This design comes from an exercise in tuning for small area, a short achievable clock period and few clock cycles on the open sky130 flow, not from production work.
No functional check of the RTL was part of any run shown here.

==> flow/design.v, too long to show whole: its modules and the start of the top module <==
// module mat_vec_sequencer: 1210 lines
module mat_vec_sequencer #(
    parameter int FRAC_BITS = 16,
    parameter int DIM_W     = 8
) (
    input  logic             clk,
    input  logic             reset,
    input  logic             start,
    input  logic [DIM_W-1:0] m_dim,
    input  logic [DIM_W-1:0] n_dim,
    input  logic             transpose,
    output logic             mat_read,
    output logic [DIM_W-1:0] mat_m_addr,
    output logic [DIM_W-1:0] mat_n_addr,
    output logic             mat_tr,
    input  logic [31:0]      mat_data,
    output logic [DIM_W-1:0] vec_addr,
    input  logic [31:0]      vec_data,
    output logic             y_valid,
    input  logic             y_ready,
    output logic [DIM_W-1:0] y_addr,
    output logic [31:0]      y_data,
    output logic             busy,
    output logic             done
);
  // ...
==> flow/flow/run.sh <==
#!/bin/bash
bash standard.sh SYNTH_ARGS=-noabc SETUP_SLACK_MARGIN=${MARGIN:-8.5} finish > standard.log 2>&1
==> flow/standard.sh <==
#!/bin/bash
# synth_recipe.tcl (not shown) runs the flow's synth.tcl, then flattens the netlist and writes it again
# the make line also repeats each setting of config.mk as NAME=value (left out here)
make -C /OpenROAD-flow-scripts/flow DESIGN_CONFIG=/design/flow/config.mk WORK_HOME=/design/flow/orfs CLKGATE_MAP_FILE= SYNTH_SCRIPT=/design/flow/synth_recipe.tcl "${@:-finish}"
==> flow/config.mk <==
export PLATFORM = sky130hd
export DESIGN_NAME = mat_vec_sequencer
export DESIGN_NICKNAME = mat_vec_sequencer
export VERILOG_FILES = /design/flow/design.v
export SDC_FILE = /design/flow/constraint.sdc
export NUM_CORES = 4
export LEC_CHECK = 0
export ABC_AREA = 1
export CAP_MARGIN = 20
export CORE_MARGIN = 2
export CORE_UTILIZATION = 40
export SLEW_MARGIN = 20
==> flow/constraint.sdc <==
create_clock -name core_clock -period 12.0 [get_ports {clk}]
set_input_delay 2.4000 -clock core_clock [delete_from_list [all_inputs] [get_ports {clk}]]
set_output_delay 2.4000 -clock core_clock [all_outputs]
set_load 0.01 [all_outputs]
==> impl_metrics.toml, run 1 <==
[status]
outcome = "no timing/DRC/antenna violations"

[final_layout]
bufAreaShareNonClock = 0.0983
num-nonclk-buffers = 339
clock_buffer_count = 48
final_net_count = 3661
diode_count = 0

[yosys]
synth-edff-count = 57
synth.top_cells.by_area = "fa_1, dfxtp_1, xor2_1"
synth_fa_ha_area_frac = 0.329
yosysSeqAreaShare = 0.235

[die]
fp-row-count = 97

[timing]
holdWs_ns = 0.326
rsz0062_at_grt = "yes"
finalHoldViolations = 0
timing.clock.skew_ns = 0.0453
max_slew.worst_pin.slew_ns = 1.05
slew_viol_final = 0

[cts]
cts_num_sinks = 300
worst_setup_hold_path_clk_slew_ns = 0.06
post_cts_resized = 462
cts-hold-fix-buffers = 0
h-tree-depth = 2

[drt]
drt.antenna.violating_nets = 0
drt_first_iter_violations = 2814

[hold_path]
min_path_type = "register to register"

[setup_path]
crit_family = "adder cells"
slowest_delay_ns = 0.53
critPathSlowestCell = "fa_1"
critical_path.startpoint_type = "register"

[placed_design]
dpl.cell_count = 3825

[grt]
global_route.overflow_total = 0
==> run 2: changes to the inputs <==
--- a/flow/design.v
+++ b/flow/design.v
@@ -97,16 +97,17 @@
         if (go)        ya <= '0;
         else if (xfer) ya <= ya + 1'b1;
     end
     logic [31:0] a_r, acc;
     logic [15:0] bo, bt, bn;
     logic [32:0] vb;
     assign vb = {vec_data, 1'b0};
     logic [127:0] hb;
+    logic [7:0] lb;
     logic        ck;
     logic [32:0] ae;
     assign ae = {a_r[31], a_r};
     logic [32:0] pp0;
     logic [32:0] pp1;
     logic [32:0] pp2;
     logic [32:0] pp3;
     logic [32:0] pp4;
@@ -854,19 +855,19 @@
     wire bs715 = pp13[21] ^ pp14[19] ^ pp15[17];
     wire bc716 = (pp13[21] & pp14[19]) | (pp13[21] & pp15[17]) | (pp14[19] & pp15[17]);
     wire bs717 = bc700 ^ bc702 ^ bc704;
     wire bc718 = (bc700 & bc702) | (bc700 & bc704) | (bc702 & bc704);
     wire bs719 = bs711 ^ bs713 ^ bs715;
     wire bc720 = (bs711 & bs713) | (bs711 & bs715) | (bs713 & bs715);
     wire bs721 = bc706 ^ bc708;
     wire bc722 = bc706 & bc708;
-    logic [16:0] lsum;
-    assign lsum = {1'b0, {bc98, bc84, bs81, bc60, bc50, bs47, bs37, bc24, bs21, bs15, bs9, bs5, bc2, pp1[0], pp0[1], pp0[0]}} + {1'b0, {bs111, bs97, bs83, bs71, bs59, bs49, bs39, bs31, bs23, bs17, bs11, bs7, bs3, bs1, 1'b0, bn[0]}};
-    wire ck_n = lsum[16];
+    logic [12:0] lsum;
+    assign lsum = {1'b0, {bc50, bs47, bs37, bc24, bs21, bs15, bs9, bs5, bc2, pp1[0], pp0[1], pp0[0]}} + {1'b0, {bs59, bs49, bs39, bs31, bs23, bs17, bs11, bs7, bs3, bs1, 1'b0, bn[0]}};
+    wire ck_n = lsum[12];
     logic [127:0] hb_n;
     assign hb_n[0] = bs123;
     assign hb_n[1] = bc110;
     assign hb_n[2] = bc112;
     assign hb_n[3] = bs125;
     assign hb_n[4] = bs135;
     assign hb_n[5] = bc124;
     assign hb_n[6] = bc126;
@@ -986,35 +987,46 @@
     assign hb_n[120] = bs707;
     assign hb_n[121] = bc698;
     assign hb_n[122] = bc696;
     assign hb_n[123] = bs709;
     assign hb_n[124] = bs717;
     assign hb_n[125] = bs719;
     assign hb_n[126] = bc710;
     assign hb_n[127] = bs721;
+    logic [7:0] lb_n;
+    assign lb_n[0] = bc60;
+    assign lb_n[1] = bs71;
+    assign lb_n[2] = bs81;
+    assign lb_n[3] = bs83;
+    assign lb_n[4] = bc84;
+    assign lb_n[5] = bs97;
+    assign lb_n[6] = bc98;
+    assign lb_n[7] = bs111;
     logic [31:0] acc_in;
     assign acc_in = fB ? 32'd0 : acc;
-    wire c16 = ck;
+    logic [5:0] csum;
+    assign csum = {1'b0, {lb[6], lb[4], lb[2], lb[0]}, 1'b1} + {1'b0, {lb[7], lb[5], lb[3], lb[1]}, ck};
+    wire c16 = csum[5];
     wire ms723 = hb[0] ^ hb[1] ^ hb[2];
     wire mc724 = (hb[0] & hb[1]) | (hb[0] & hb[2]) | (hb[1] & hb[2]);
-    wire ms725 = hb[3] ^ c16 ^ acc_in[0];
-    wire mc726 = (hb[3] & c16) | (hb[3] & acc_in[0]) | (c16 & acc_in[0]);
+    wire ms725 = hb[3] ^ acc_in[0] ^ ms723;
+    wire mc726 = (hb[3] & acc_in[0]) | (hb[3] & ms723) | (acc_in[0] & ms723);
     wire ms727 = hb[4] ^ hb[5] ^ hb[6];
     wire mc728 = (hb[4] & hb[5]) | (hb[4] & hb[6]) | (hb[5] & hb[6]);
     wire ms729 = hb[7] ^ acc_in[1] ^ mc724;
     wire mc730 = (hb[7] & acc_in[1]) | (hb[7] & mc724) | (acc_in[1] & mc724);
     wire ms731 = ms727 ^ mc726;
     wire mc732 = ms727 & mc726;
     wire ms733 = hb[8] ^ hb[9] ^ hb[10];
     wire mc734 = (hb[8] & hb[9]) | (hb[8] & hb[10]) | (hb[9] & hb[10]);
     wire ms735 = hb[11] ^ acc_in[2] ^ mc728;
     wire mc736 = (hb[11] & acc_in[2]) | (hb[11] & mc728) | (acc_in[2] & mc728);
-    wire ms737 = ms733 ^ mc732 ^ mc730;
-    wire mc738 = (ms733 & mc732) | (ms733 & mc730) | (mc732 & mc730);
+    wire ms737 = ms733 ^ mc730 ^ ms735;
+    wire mc738 = (ms733 & mc730) | (ms733 & ms735) | (mc730 & ms735);
     wire ms739 = hb[12] ^ hb[13] ^ hb[14];
     wire mc740 = (hb[12] & hb[13]) | (hb[12] & hb[14]) | (hb[13] & hb[14]);
     wire ms741 = hb[15] ^ acc_in[3] ^ mc734;
     wire mc742 = (hb[15] & acc_in[3]) | (hb[15] & mc734) | (acc_in[3] & mc734);
     wire ms743 = ms739 ^ mc736 ^ ms741;
     wire mc744 = (ms739 & mc736) | (ms739 & ms741) | (mc736 & ms741);
     wire ms745 = hb[16] ^ hb[17] ^ hb[18];
     wire mc746 = (hb[16] & hb[17]) | (hb[16] & hb[18]) | (hb[17] & hb[18]);
@@ -1180,25 +1192,26 @@
     wire mc906 = (ms901 & mc898) | (ms901 & ms903) | (mc898 & ms903);
     wire ms907 = hb[124] ^ hb[125] ^ hb[126];
     wire mc908 = (hb[124] & hb[125]) | (hb[124] & hb[126]) | (hb[125] & hb[126]);
     wire ms909 = hb[127] ^ acc_in[31] ^ mc902;
     wire mc910 = (hb[127] & acc_in[31]) | (hb[127] & mc902) | (acc_in[31] & mc902);
     wire ms911 = ms907 ^ mc904 ^ ms909;
     wire mc912 = (ms907 & mc904) | (ms907 & ms909) | (mc904 & ms909);
     logic [31:0] acc_n;
-    assign acc_n = {mc906, mc900, mc894, mc888, mc882, mc876, mc870, mc864, mc858, mc852, mc846, mc840, mc834, mc828, mc822, mc816, mc810, mc804, mc798, mc792, mc786, mc780, mc774, mc768, mc762, mc756, mc750, mc744, mc738, ms735, ms729, ms723} + {ms911, ms905, ms899, ms893, ms887, ms881, ms875, ms869, ms863, ms857, ms851, ms845, ms839, ms833, ms827, ms821, ms815, ms809, ms803, ms797, ms791, ms785, ms779, ms773, ms767, ms761, ms755, ms749, ms743, ms737, ms731, ms725};
+    assign acc_n = {mc906, mc900, mc894, mc888, mc882, mc876, mc870, mc864, mc858, mc852, mc846, mc840, mc834, mc828, mc822, mc816, mc810, mc804, mc798, mc792, mc786, mc780, mc774, mc768, mc762, mc756, mc750, mc744, mc738, mc732, ms729, c16} + {ms911, ms905, ms899, ms893, ms887, ms881, ms875, ms869, ms863, ms857, ms851, ms845, ms839, ms833, ms827, ms821, ms815, ms809, ms803, ms797, ms791, ms785, ms779, ms773, ms767, ms761, ms755, ms749, ms743, ms737, ms731, ms725};
     always_ff @(posedge clk) begin
         a_r <= mat_data;
         for (int i = 0; i < 16; i++) begin
             bo[i] <= vb[2*i+1] ^ vb[2*i];
             bt[i] <= (vb[2*i+2] & ~vb[2*i+1] & ~vb[2*i]) | (~vb[2*i+2] & vb[2*i+1] & vb[2*i]);
             bn[i] <= vb[2*i+2];
         end
         hb  <= hb_n;
+            lb <= lb_n;
         ck  <= ck_n;
         if (!blocked) acc <= acc_n;
     end
     assign mat_read   = rd_q;
     assign mat_m_addr = r;
     assign mat_n_addr = c;
     assign vec_addr   = c;
     assign mat_tr     = tr;
==> impl_metrics.toml, run 2 <==
[timing]
slew_headroom = 0.475
holdWs_ns = 0.325
slew_viol_final = 0
timing.clock.skew_ns = 0.0337
rsz0062_at_grt = "yes"
finalCritPeriodShare = 0.302
max_slew.worst_pin.slew_ns = 0.780
finalHoldViolations = 0
fin_tns_setup_ns = 0
fmax_ghz = 0.276
setup_viol = 0
fin_crit_ns = 3.63

[placed_design]
buffer_ports.inserted = 153
detailed_place.area_um2 = 30800
gp_congestion = 0.925
place.detailed.hpwl_um = 65100
dpl.cell_count = 3886

[setup_path]
worstPathBufferInverterCount = 1
critPathCaptureType = "output port"
worstPathMaxFanout = 4
timing.critical_path.arrival_ns = 1.23
critPathSlowestCell = "edfxtp_1"
critPathRequiredTime_ns = 9.60
slowest_delay_ns = 0.47
crit_family = "flip-flops"
flop2flop_setup_slack_ns = 8.46
setup.worst_path.class = "register to output port"
critical_path.startpoint_type = "register"
timing.critical_path.cells = "buf_2"

[cts]
cts-hold-fix-buffers = 0
clock_insertion_delay_worst_skew_ns = 0.57
h-tree-depth = 2
cts_num_sinks = 308
tritoncts_clock_tree = "done"
tritoncts.num_buffers = 37
worst_setup_hold_path_clk_slew_ns = 0.06
cts-root-buf = "clkbuf_16"
cts_max_path_buffers = 3

[final_layout]
layout_top_registers = "hb: 128 flops, a_r: 32 flops, acc: 32 flops"
instances_no_fill = 4060
most-common-layout-cells = "xor2_1, o22ai_1, fa_1, nand2_1, inv_1"
most_flop_heavy_register = "hb"
num-fill-cells = 6433
layout.cells.most_common = "xor2_1"
areaGrowthSynthToFinish_pct = 17.0
final_net_count = 3678
drive_above_1_share = 0.145
largest_register_ff_count = 128
design_area_um2 = 33400
diode_count = 0
sequential_cell_area_um2 = 6860
multiInputGateArea_um2 = 20000

[yosys]
synth_cells = 2954
yosys_warnings = 1
synthesis_stage_register_bit_count = 308
synth_largest_area_cell = "fa_1"
syn_area_um2 = 28500
synth-edff-count = 57
share_of_flip_flops_with_an_asynchronous_set_or_reset_after_synthesis = 0.0292
synth_top_area_share = 0.283
synth_most_common_cell = "xor2_1"
yosysSeqAreaShare = 0.238
synthesis.area_per_instance_um2 = 9.66
synth_cell_type_count = 45
synth.top_cells.by_area = "fa_1, dfxtp_1, xor2_1"
top_cells_by_count_synth = "xor2_1, o22ai_1, fa_1, nand2_1, inv_1"
synthFlopType = "dfxtp_1"
mappedNetlistNets = 3540

[drt]
num_vias = 23600
drt_first_iter_violations = 2621
drt.antenna.violating_nets = 0
wl_per_cell_um = 24.4
viasPerCell = 5.82
routed_wl_um = 99200
drt_first_pass_iters = 8
route.detailed.drc = 0

[die]
die_outline_width_um = 271
core_area_um2 = 70300
design.portCount = 154
area_of_the_die_um2 = 73500
dieHeight_um = 271
start_util = 0.406
fp-row-count = 97

[grt]
antenna_found_initial = 3
global_route_wire_length_before_repair_um = 149000
global_route.usage.total = 0.264
global_route.overflow_total = 0
grt_pass1_vias = 24800
maximum_number_of_pins_on_one_net_before_global_route_repair = 35

[status]
outcome = "no timing/DRC/antenna violations"

[job]
drv.max_cap_violation_count = 0

[hold_path]
min_path_type = "register to register"
[run 2: cell types whose count changed after synthesis, moves of 6 or more]
cell / change
buf_1: +6
dfxtp_1: +8
inv_1: +25
nand2_1: +30
nand3_1: +13
xnor2_1: -6
xor2_1: +7
[run 2: per-stage QoR]
step | utilization | setup WS, ns
6_report | 0.475 | 8.37
4_1_cts | 0.466 | 8.30
2_1_floorplan | - | 8.46
5_1_grt | 0.475 | 8.34
3_3_place_gp | 0.438 | 7.64
3_5_place_dp | 0.438 | 7.61
[run 2: layout make-up]
| type | instances | share of cell area |
|---|---|---|
| clock inverter | 22 | 0.00956 |
| timing repair inverter | 10 | 0.00217 |
| tap | 940 | 0.0352 |
| sequential | 308 | 0.205 |
| clock buffer | 45 | 0.0299 |
| timing repair buffer | 309 | 0.0829 |
| inverter | 289 | 0.0346 |
| multi-input combinational | 2137 | 0.600 |
[run 2: layer usage]
metal  GRT usage  vias up  share of wire
met1       0.338    11400           0.39
met2       0.395     1772           0.42
met5           0        -        0.00040
met3      0.0912      493           0.13
met4       0.132        6          0.060
li1            -     9990              -
[run 2: timing repair]
| action | 4_1_cts | 5_1_grt |
|---|---|---|
| gates cloned | 7 | 4 |
| pin swaps | 5 | 11 |
| buffers inserted | 62 | 34 |
| setup endpoints to repair | 184 | 129 |
| gates resized for setup | 404 | 86 |
[run 2: cells by family (layout without fill, tap and decap cells)]
group | count (synthesis) | after routing | share of synthesized area
flops | 308 | 308 | 0.238
compound gates | 561 | 561 | 0.121
mux | 15 | 15 | 0.00592
buf+inv | 509 | 675 | 0.0709
xor+xnor | 528 | 528 | 0.162
fa+ha+maj | 501 | 501 | 0.326
simple gates | 532 | 532 | 0.0771
[run 2: final timing paths]
kind | depth (start not counted) | to | start
max | 1 | mat_m_addr[3] | r[3]
min | 0 | eA | e1
max reg2reg | 7 | hb[78] | a_r[20]
min reg2reg | 0 | eA | e1
max in group asynchronous | 2 | rd_q | reset
min in group asynchronous | 2 | busy_q | reset

re-timing with driven ports:
The flow's constraints put no driver on any port. The routed layouts listed below were extracted and timed again, unchanged, in two steps.
Step 1: set_driving_cell puts a clkbuf_16 on clk and a buf_2 on each other input, an assumption about the parent block.
Step 2, shift: input delay + t, output delay - t, t = (earliest + latest rising clock arrival at the registers) / 2. This alone moves slack from input paths to output paths.
Slacks: no drivers / after step 1 / after step 2; pairs: no drivers / after step 1.
run | t (ns) | slack for setup (ns) | worst hold slack (ns)
run 1 | 0.630 | 8.215 / 8.215 / 8.026 | 0.326 / 0.326 / 0.326
run 2 | 0.616 | 8.372 / 8.314 / 7.944 | 0.325 / 0.325 / 0.325
After both steps every run listed still meets setup and hold. For run 2, which loses most, drivers alone change the setup slack by -0.058 ns; drivers and shift together by -0.428 ns.
